This is an optimization exercise on Yosys and OpenROAD, whose aim is small area, a short achievable clock period and few clock cycles per item, not a production implementation.
The RTL was checked by simulation tests, not by an equivalence proof against the original design.

==> 03-01 <==
==> flow/design.v <==
package hafir_pkg;
  localparam int MAX_LINE_WIDTH = 4096;
  localparam int COL_W = 12;
  localparam int LW_W = 13;
  localparam int CH_W = 8;
  localparam int PIX_W = 24;
endpackage
module hafir_lane #(
  parameter int CPA = 1    
) (
  input  logic       k_pass,
  input  logic       k1,
  input  logic       k3,
  input  logic [7:0] a,
  input  logic [7:0] b,
  input  logic [7:0] c,
  input  logic [7:0] d,
  input  logic [7:0] e,
  output logic [7:0] filt
);
  logic [11:0] o1, o2, o3, p, q;
  logic [11:0] x1, y1, x2, y2, x3, y3;
  logic [11:0] sum;
  assign o1 = {3'd0, b, 1'b0};
  assign o2 = {3'd0, d, 1'b0};
  assign o3 = {3'd0, c, 1'b0};
  assign p  = k3 ? {4'd0, a} : {3'd0, c, 1'b0};
  assign q  = ({12{k1}} & {1'b0, c, 3'b000}) | ({12{k3}} & {4'd0, e});
  logic [11:0] h1, h2, h3;
  assign h1 = o1 ^ o2;
  assign x1 = h1 ^ o3;
  assign y1 = {(o1[10:0] & o2[10:0]) | (h1[10:0] & o3[10:0]), 1'b0};
  assign h2 = x1 ^ y1;
  assign x2 = h2 ^ p;
  assign y2 = {(x1[10:0] & y1[10:0]) | (h2[10:0] & p[10:0]), 1'b0};
  assign h3 = x2 ^ y2;
  assign x3 = h3 ^ q;
  assign y3 = {(x2[10:0] & y2[10:0]) | (h3[10:0] & q[10:0]), 1'b0};
  if (CPA == 0) begin : g_add
    assign sum = x3 + y3;
  end else if (CPA == 1) begin : g_skl
    logic [11:0] g [5];
    logic [11:0] t [5];
    always_comb begin
      g[0] = x3 & y3;
      t[0] = x3 ^ y3;
      for (int l = 0; l < 4; l++) begin
        for (int i = 0; i < 12; i++) begin
          if (((i >> l) & 1) == 1) begin
            g[l+1][i] = g[l][i] | (t[l][i] & g[l][((i >> l) << l) - 1]);
            t[l+1][i] = t[l][i] & t[l][((i >> l) << l) - 1];
          end else begin
            g[l+1][i] = g[l][i];
            t[l+1][i] = t[l][i];
          end
        end
      end
    end
    assign sum = t[0] ^ {g[4][10:0], 1'b0};
  end else begin : g_rc
    logic [12:0] cy;
    assign cy[0] = 1'b0;
    for (genvar i = 0; i < 12; i++) begin : g_bit
      assign sum[i]  = x3[i] ^ y3[i] ^ cy[i];
      assign cy[i+1] = (x3[i] & y3[i]) | (x3[i] & cy[i]) | (y3[i] & cy[i]);
    end
  end
  assign filt = k_pass ? c : (k1 ? sum[11:4] : sum[10:3]);
endmodule
module horizontal_antialias_fir_core (
  input  logic        clk,
  input  logic        rst_n,
  input  logic        in_valid,
  output logic        in_ready,
  input  logic [7:0]  red_in,
  input  logic [7:0]  green_in,
  input  logic [7:0]  blue_in,
  output logic        out_valid,
  input  logic        out_ready,
  output logic [7:0]  red_out,
  output logic [7:0]  green_out,
  output logic [7:0]  blue_out,
  output logic        line_end,
  input  logic        cfg_psel,
  input  logic        cfg_penable,
  input  logic        cfg_pwrite,
  input  logic [2:0]  cfg_paddr,
  input  logic [31:0] cfg_pwdata,
  output logic [31:0] cfg_prdata,
  output logic        cfg_pready
);
  logic [1:0]  filter_sel_r;
  logic [12:0] line_width_r;
  logic [12:0] col_r;                     
  logic [23:0] w0_r, w1_r, w2_r, w3_r;    
  logic        v2_r, v3_r;                
  logic        t2_r, t3_r;                
  logic        kp_r, k1_r, k3_r;          
  logic [24:0] o_r;                       
  logic        ov_r;
  logic [23:0] px;
  logic [23:0] filt;
  logic        wr_d_r;
  logic        o_free;
  logic        in_acc;
  logic        cfg_wr;
  logic [12:0] col_inc;
  logic        last;
  logic        col_gt;
  logic        col_eq;
  logic        use_filt;
  logic        emit;
  logic        shift;
  assign px = {red_in, green_in, blue_in};
  assign cfg_pready = 1'b1;
  assign cfg_wr     = cfg_psel && cfg_penable && cfg_pwrite;
  assign cfg_prdata = cfg_paddr[2] ? {19'd0, line_width_r} : {30'd0, filter_sel_r};
  always_ff @(posedge clk) begin
    if (!rst_n) begin
      filter_sel_r <= 2'd0;
      line_width_r <= 13'd640;
    end else if (cfg_wr) begin
      if (cfg_paddr[2]) line_width_r <= cfg_pwdata[12:0];
      else              filter_sel_r <= cfg_pwdata[1:0];
    end
  end
  assign col_gt   = col_r > line_width_r;
  assign col_eq   = col_r == line_width_r;
  assign last     = col_r[12] || col_gt || col_eq;
  assign col_inc  = col_r + 13'd1;
  assign use_filt = in_acc ? (!last && (col_r >= 13'd4))
                           : ((col_r >= 13'd5) && !col_gt);
  always_ff @(posedge clk) begin
    if (!rst_n) begin
      wr_d_r <= 1'b0;
      kp_r   <= 1'b1;
      k1_r   <= 1'b0;
      k3_r   <= 1'b0;
    end else begin
      wr_d_r <= cfg_wr;
      kp_r   <= !use_filt || (filter_sel_r == 2'd0);
      k1_r   <= filter_sel_r == 2'd1;
      k3_r   <= filter_sel_r == 2'd3;
    end
  end
  assign o_free   = !ov_r || out_ready;
  assign in_ready = !wr_d_r && (!v2_r || o_free);
  assign in_acc   = in_valid && in_ready;
  assign emit     = o_free && v2_r && (in_acc || t2_r || (v3_r && t3_r));
  assign shift    = in_acc || ((!v3_r || t3_r) && (emit || (!v2_r && v3_r)));
  for (genvar l = 0; l < 3; l++) begin : g_lane
    hafir_lane u_lane (
      .k_pass     (kp_r),
      .k1         (k1_r),
      .k3         (k3_r),
      .a          (w0_r[l*8 +: 8]),
      .b          (w1_r[l*8 +: 8]),
      .c          (w2_r[l*8 +: 8]),
      .d          (w3_r[l*8 +: 8]),
      .e          (px[l*8 +: 8]),
      .filt       (filt[l*8 +: 8])
    );
  end
  always_ff @(posedge clk) begin
    if (!rst_n) begin
      v2_r  <= 1'b0;
      v3_r  <= 1'b0;
      col_r <= 13'd1;
    end else begin
      if (shift) begin
        v2_r <= v3_r;
        v3_r <= in_acc;
      end else if (emit) begin
        v2_r <= 1'b0;
      end
      if (in_acc) col_r <= last ? 13'd1 : col_inc;
    end
  end
  always_ff @(posedge clk) begin
    if (shift) begin
      w0_r <= w1_r;
      w1_r <= w2_r;
      w2_r <= w3_r;
      w3_r <= px;
      t2_r <= t3_r;
      t3_r <= last;
    end
  end
  always_ff @(posedge clk) begin
    if (!rst_n) ov_r <= 1'b0;
    else        ov_r <= emit || (ov_r && !out_ready);
  end
  always_ff @(posedge clk) begin
    if (o_free) o_r <= {filt, t2_r};
  end
  assign out_valid = ov_r;
  assign red_out   = o_r[24:17];
  assign green_out = o_r[16:9];
  assign blue_out  = o_r[8:1];
  assign line_end  = o_r[0];
endmodule
==> flow/flow/run.sh <==
#!/bin/bash
# The standard layout (the standard.sh, unchanged synthesis), with the
# port buffers inserted as buf_1 cells instead of the resizer's default pick.
set -euo pipefail
bash standard.sh "BUFFER_PORTS_ARGS=-buffer_cell sky130_fd_sc_hd__buf_1" "CTS_ARGS=-sink_clustering_enable -repair_clock_nets -sink_clustering_size 50 -sink_clustering_max_diameter 100 -buf_list sky130_fd_sc_hd__clkbuf_8 -dont_use_dummy_load" finish > flow_make.log 2>&1
==> flow/standard.sh <==
#!/bin/bash
# synth_recipe.tcl (not shown) runs the flow's synth.tcl, then flattens the netlist and writes it again
# the make line also repeats each setting of config.mk as NAME=value (left out here)
make -C /OpenROAD-flow-scripts/flow DESIGN_CONFIG=/design/flow/config.mk WORK_HOME=/design/flow/orfs CLKGATE_MAP_FILE= SYNTH_SCRIPT=/design/flow/synth_recipe.tcl "${@:-finish}"
==> flow/config.mk <==
export PLATFORM = sky130hd
export DESIGN_NAME = horizontal_antialias_fir_core
export DESIGN_NICKNAME = horizontal_antialias_fir_core
export VERILOG_FILES = /design/flow/design.v
export SDC_FILE = /design/flow/constraint.sdc
export NUM_CORES = 4
export LEC_CHECK = 0
export CAP_MARGIN = 20
export CORE_MARGIN = 2
export CORE_UTILIZATION = 50
export CTS_BUF_LIST = sky130_fd_sc_hd__clkbuf_8
export CTS_CLUSTER_DIAMETER = 100
export CTS_CLUSTER_SIZE = 50
export SETUP_SLACK_MARGIN = 4.1
export SLEW_MARGIN = 20
==> flow/constraint.sdc <==
create_clock -name core_clock -period 8.5 [get_ports {clk}]
set_input_delay 1.7000 -clock core_clock [delete_from_list [all_inputs] [get_ports {clk}]]
set_output_delay 1.7000 -clock core_clock [all_outputs]
set_load 0.01 [all_outputs]
==> inputs of 08-26, as changes to 03-01 <==
--- a/flow/design.v
+++ b/flow/design.v
@@ -91,7 +91,7 @@
 );
   logic [1:0]  filter_sel_r;
   logic [12:0] line_width_r;
-  logic [12:0] col_r;                     
+  logic [11:0] col_r;
   logic [23:0] w0_r, w1_r, w2_r, w3_r;    
   logic        v2_r, v3_r;                
   logic        t2_r, t3_r;                
@@ -106,8 +106,6 @@
   logic        cfg_wr;
   logic [12:0] col_inc;
   logic        last;
-  logic        col_gt;
-  logic        col_eq;
   logic        use_filt;
   logic        emit;
   logic        shift;
@@ -124,12 +122,10 @@
       else              filter_sel_r <= cfg_pwdata[1:0];
     end
   end
-  assign col_gt   = col_r > line_width_r;
-  assign col_eq   = col_r == line_width_r;
-  assign last     = col_r[12] || col_gt || col_eq;
-  assign col_inc  = col_r + 13'd1;
-  assign use_filt = in_acc ? (!last && (col_r >= 13'd4))
-                           : ((col_r >= 13'd5) && !col_gt);
+  assign col_inc  = {1'b0, col_r} + 13'd1;
+  assign last     = col_inc[12] || (col_inc >= line_width_r);
+  assign use_filt = in_acc ? (!last && (col_r >= 12'd3))
+                           : ((col_r >= 12'd4) && ({1'b0, col_r} < line_width_r));
   always_ff @(posedge clk) begin
     if (!rst_n) begin
       wr_d_r <= 1'b0;
@@ -165,7 +161,7 @@
     if (!rst_n) begin
       v2_r  <= 1'b0;
       v3_r  <= 1'b0;
-      col_r <= 13'd1;
+      col_r <= 12'd0;
     end else begin
       if (shift) begin
         v2_r <= v3_r;
@@ -173,7 +169,7 @@
       end else if (emit) begin
         v2_r <= 1'b0;
       end
-      if (in_acc) col_r <= last ? 13'd1 : col_inc;
+      if (in_acc) col_r <= last ? 12'd0 : col_inc[11:0];
     end
   end
   always_ff @(posedge clk) begin
==> flow/flow/run.sh (replaced) <==
#!/bin/bash
# The standard layout (the standard.sh, unchanged synthesis), with the
# port buffers inserted as buf_1 cells instead of the resizer's default pick.
set -euo pipefail
bash standard.sh "BUFFER_PORTS_ARGS=-buffer_cell sky130_fd_sc_hd__buf_1"  finish > flow_make.log 2>&1
- CORE_UTILIZATION: 50 -> 40
- SETUP_SLACK_MARGIN: 4.1 -> 4.35
==> inputs of 12-14, as changes to 03-01 <==
==> flow/design.v (replaced) <==
package hafir_pkg;
  localparam int MAX_LINE_WIDTH = 4096;
  localparam int COL_W = 12;
  localparam int LW_W = 13;
  localparam int CH_W = 8;
  localparam int PIX_W = 24;
endpackage
module hafir_lane (
  input  logic [1:0] filter_sel,
  input  logic [7:0] a,
  input  logic [7:0] b,
  input  logic [7:0] c,
  input  logic [7:0] d,
  input  logic [7:0] e,
  output logic [7:0] filt
);
  logic [8:0]  u;
  logic [9:0]  v;
  logic [10:0] s1;
  logic [9:0]  t;
  logic [10:0] q3;
  logic [10:0] s3;
  assign u  = b + d;
  assign v  = u + {c, 1'b0};
  assign s1 = v + {c, 2'b00};
  assign t  = u + c;
  assign q3 = {t, 1'b0} + a;
  assign s3 = q3 + e;
  always_comb begin
    case (filter_sel)
      2'd0:    filt = c;
      2'd1:    filt = s1[10:3];
      2'd2:    filt = v[9:2];
      default: filt = s3[10:3];
    endcase
  end
endmodule
module horizontal_antialias_fir_core (
  input  logic        clk,
  input  logic        rst_n,
  input  logic        in_valid,
  output logic        in_ready,
  input  logic [7:0]  red_in,
  input  logic [7:0]  green_in,
  input  logic [7:0]  blue_in,
  output logic        out_valid,
  input  logic        out_ready,
  output logic [7:0]  red_out,
  output logic [7:0]  green_out,
  output logic [7:0]  blue_out,
  output logic        line_end,
  input  logic        cfg_psel,
  input  logic        cfg_penable,
  input  logic        cfg_pwrite,
  input  logic [2:0]  cfg_paddr,
  input  logic [31:0] cfg_pwdata,
  output logic [31:0] cfg_prdata,
  output logic        cfg_pready
);
  logic [1:0]  filter_sel_r;
  logic [12:0] line_width_r;
  logic [11:0] col_r;
  logic [23:0] w0_r, w1_r, w2_r, w3_r;    
  logic        t2_r, t3_r;                
  logic [1:0]  e_r;                       
  logic [24:0] o_r;                       
  logic        ov_r;
  logic [23:0] px;
  logic [23:0] filt;
  logic        o_free;
  logic        in_acc;
  logic        cfg_wr;
  logic [12:0] col_inc;
  logic        last;
  logic        use_filt;
  logic        emit;
  logic [24:0] res;
  assign px = {red_in, green_in, blue_in};
  assign cfg_pready = 1'b1;
  assign cfg_wr     = cfg_psel && cfg_penable && cfg_pwrite;
  assign cfg_prdata = cfg_paddr[2] ? {19'd0, line_width_r} : {30'd0, filter_sel_r};
  always_ff @(posedge clk) begin
    if (!rst_n) begin
      filter_sel_r <= 2'd0;
      line_width_r <= 13'd640;
    end else if (cfg_wr) begin
      if (cfg_paddr[2]) line_width_r <= cfg_pwdata[12:0];
      else              filter_sel_r <= cfg_pwdata[1:0];
    end
  end
  assign o_free   = !ov_r || out_ready;
  assign in_ready = !e_r[1] || o_free;
  assign in_acc   = in_valid && in_ready;
  assign col_inc  = {1'b0, col_r} + 13'd1;
  assign last     = col_inc[12] || (col_inc >= line_width_r);
  assign use_filt = (col_r >= 12'd4) && (col_inc <= line_width_r);
  for (genvar l = 0; l < 3; l++) begin : g_lane
    hafir_lane u_lane (
      .filter_sel (filter_sel_r),
      .a          (w0_r[l*8 +: 8]),
      .b          (w1_r[l*8 +: 8]),
      .c          (w2_r[l*8 +: 8]),
      .d          (w3_r[l*8 +: 8]),
      .e          (px[l*8 +: 8]),
      .filt       (filt[l*8 +: 8])
    );
  end
  always_comb begin
    if (e_r[1]) begin
      emit = o_free && (in_acc || t2_r || t3_r);
      res  = {(in_acc && use_filt) ? filt : w2_r, t2_r};
    end else begin
      emit = o_free && e_r[0] && t3_r;
      res  = {w3_r, t3_r};
    end
  end
  always_ff @(posedge clk) begin
    if (!rst_n) begin
      e_r   <= 2'd0;
      col_r <= 12'd0;
    end else begin
      e_r <= e_r + {1'b0, in_acc} - {1'b0, emit};
      if (in_acc) col_r <= last ? 12'd0 : col_inc[11:0];
    end
  end
  always_ff @(posedge clk) begin
    if (in_acc) begin
      w0_r <= w1_r;
      w1_r <= w2_r;
      w2_r <= w3_r;
      w3_r <= px;
      t2_r <= t3_r;
      t3_r <= last;
    end
  end
  always_ff @(posedge clk) begin
    if (!rst_n) ov_r <= 1'b0;
    else        ov_r <= emit || (ov_r && !out_ready);
  end
  always_ff @(posedge clk) begin
    if (o_free) o_r <= res;
  end
  assign out_valid = ov_r;
  assign red_out   = o_r[24:17];
  assign green_out = o_r[16:9];
  assign blue_out  = o_r[8:1];
  assign line_end  = o_r[0];
endmodule
==> flow/run.sh (new file) <==
#!/bin/bash
# synth_recipe.tcl (not shown) runs the flow's synth.tcl, then flattens the netlist and writes it again
# the make line also repeats each setting of config.mk as NAME=value (left out here)
make -C /OpenROAD-flow-scripts/flow DESIGN_CONFIG=/design/flow/config.mk WORK_HOME=/design/flow/orfs CLKGATE_MAP_FILE= SYNTH_SCRIPT=/design/flow/synth_recipe.tcl finish
- CORE_UTILIZATION: 50 -> 40
- CTS_BUF_LIST: sky130_fd_sc_hd__clkbuf_8 -> unset
- CTS_CLUSTER_DIAMETER: 100 -> unset
- CTS_CLUSTER_SIZE: 50 -> unset
- SETUP_SLACK_MARGIN: 4.1 -> unset
removed: flow/flow/run.sh
removed: flow/standard.sh
==> inputs of 04-02, as changes to 03-01 <==
--- a/flow/design.v
+++ b/flow/design.v
@@ -91,7 +91,7 @@
 );
   logic [1:0]  filter_sel_r;
   logic [12:0] line_width_r;
-  logic [12:0] col_r;                     
+  logic [11:0] col_r;
   logic [23:0] w0_r, w1_r, w2_r, w3_r;    
   logic        v2_r, v3_r;                
   logic        t2_r, t3_r;                
@@ -106,8 +106,6 @@
   logic        cfg_wr;
   logic [12:0] col_inc;
   logic        last;
-  logic        col_gt;
-  logic        col_eq;
   logic        use_filt;
   logic        emit;
   logic        shift;
@@ -124,12 +122,10 @@
       else              filter_sel_r <= cfg_pwdata[1:0];
     end
   end
-  assign col_gt   = col_r > line_width_r;
-  assign col_eq   = col_r == line_width_r;
-  assign last     = col_r[12] || col_gt || col_eq;
-  assign col_inc  = col_r + 13'd1;
-  assign use_filt = in_acc ? (!last && (col_r >= 13'd4))
-                           : ((col_r >= 13'd5) && !col_gt);
+  assign col_inc  = {1'b0, col_r} + 13'd1;
+  assign last     = col_inc[12] || (col_inc >= line_width_r);
+  assign use_filt = in_acc ? (!last && (col_r >= 12'd3))
+                           : ((col_r >= 12'd4) && ({1'b0, col_r} < line_width_r));
   always_ff @(posedge clk) begin
     if (!rst_n) begin
       wr_d_r <= 1'b0;
@@ -165,7 +161,7 @@
     if (!rst_n) begin
       v2_r  <= 1'b0;
       v3_r  <= 1'b0;
-      col_r <= 13'd1;
+      col_r <= 12'd0;
     end else begin
       if (shift) begin
         v2_r <= v3_r;
@@ -173,7 +169,7 @@
       end else if (emit) begin
         v2_r <= 1'b0;
       end
-      if (in_acc) col_r <= last ? 13'd1 : col_inc;
+      if (in_acc) col_r <= last ? 12'd0 : col_inc[11:0];
     end
   end
   always_ff @(posedge clk) begin
- CORE_UTILIZATION: 50 -> 40
- GPL_ROUTABILITY_DRIVEN: unset -> 0
- SETUP_SLACK_MARGIN: 4.1 -> 4.2
==> run summary <==
Between 04-02 and 03-01, the lower critical path depth is in 04-02 (gap 10). Sequential share of layout area: 12-14 < 08-26 < 04-02 < 03-01. Of 03-01 and 08-26, 03-01 has the higher sequential cell count (gap 1). Hold slack is about the same in 08-26 and 03-01.
Testbench counts of 03-01, summed over its fixed seeds: cycles 27,321, items 27,129.
Testbench counts of 08-26, summed over its fixed seeds: cycles 27,321, items 27,129.
Testbench counts of 12-14, summed over its fixed seeds: cycles 27,321, items 27,129.
Testbench counts of 04-02, summed over its fixed seeds: cycles 27,321, items 27,129.

re-timing with driven ports:
No port has a modelled driver above. Below, the same layouts with a new extraction and two added sets of constraints.
Step 1: set_driving_cell puts a clkbuf_16 on clk and a buf_2 on each other input, an assumption about the parent block.
Step 2 times the ports against the registers' clock, not the clock port: input delays grow and output delays shrink by t, the midpoint of the rising clock arrivals with the driver on.
Slacks: no drivers / after step 1 / after step 2; pairs: no drivers / after step 1.
run | t, ns | setup slack, ns | worst setup path at the end | slew at the worst register clock pin (ns)
03-01 | 0.477 | 4.331 / 4.329 / 3.904 | input to register | 0.08 / 0.08
08-26 | 0.502 | 4.419 / 4.398 / 3.949 | input to register | 0.10 / 0.10
12-14 | 0.478 | 3.224 / 3.224 / 3.224 | input to register | 0.07 / 0.07
04-02 | 0.474 | 4.372 / 4.348 / 4.023 | input to register | 0.09 / 0.09
After both steps every run listed still meets setup and hold. For 08-26, which loses most, drivers alone change the setup slack by -0.021 ns; drivers and shift together by -0.470 ns.
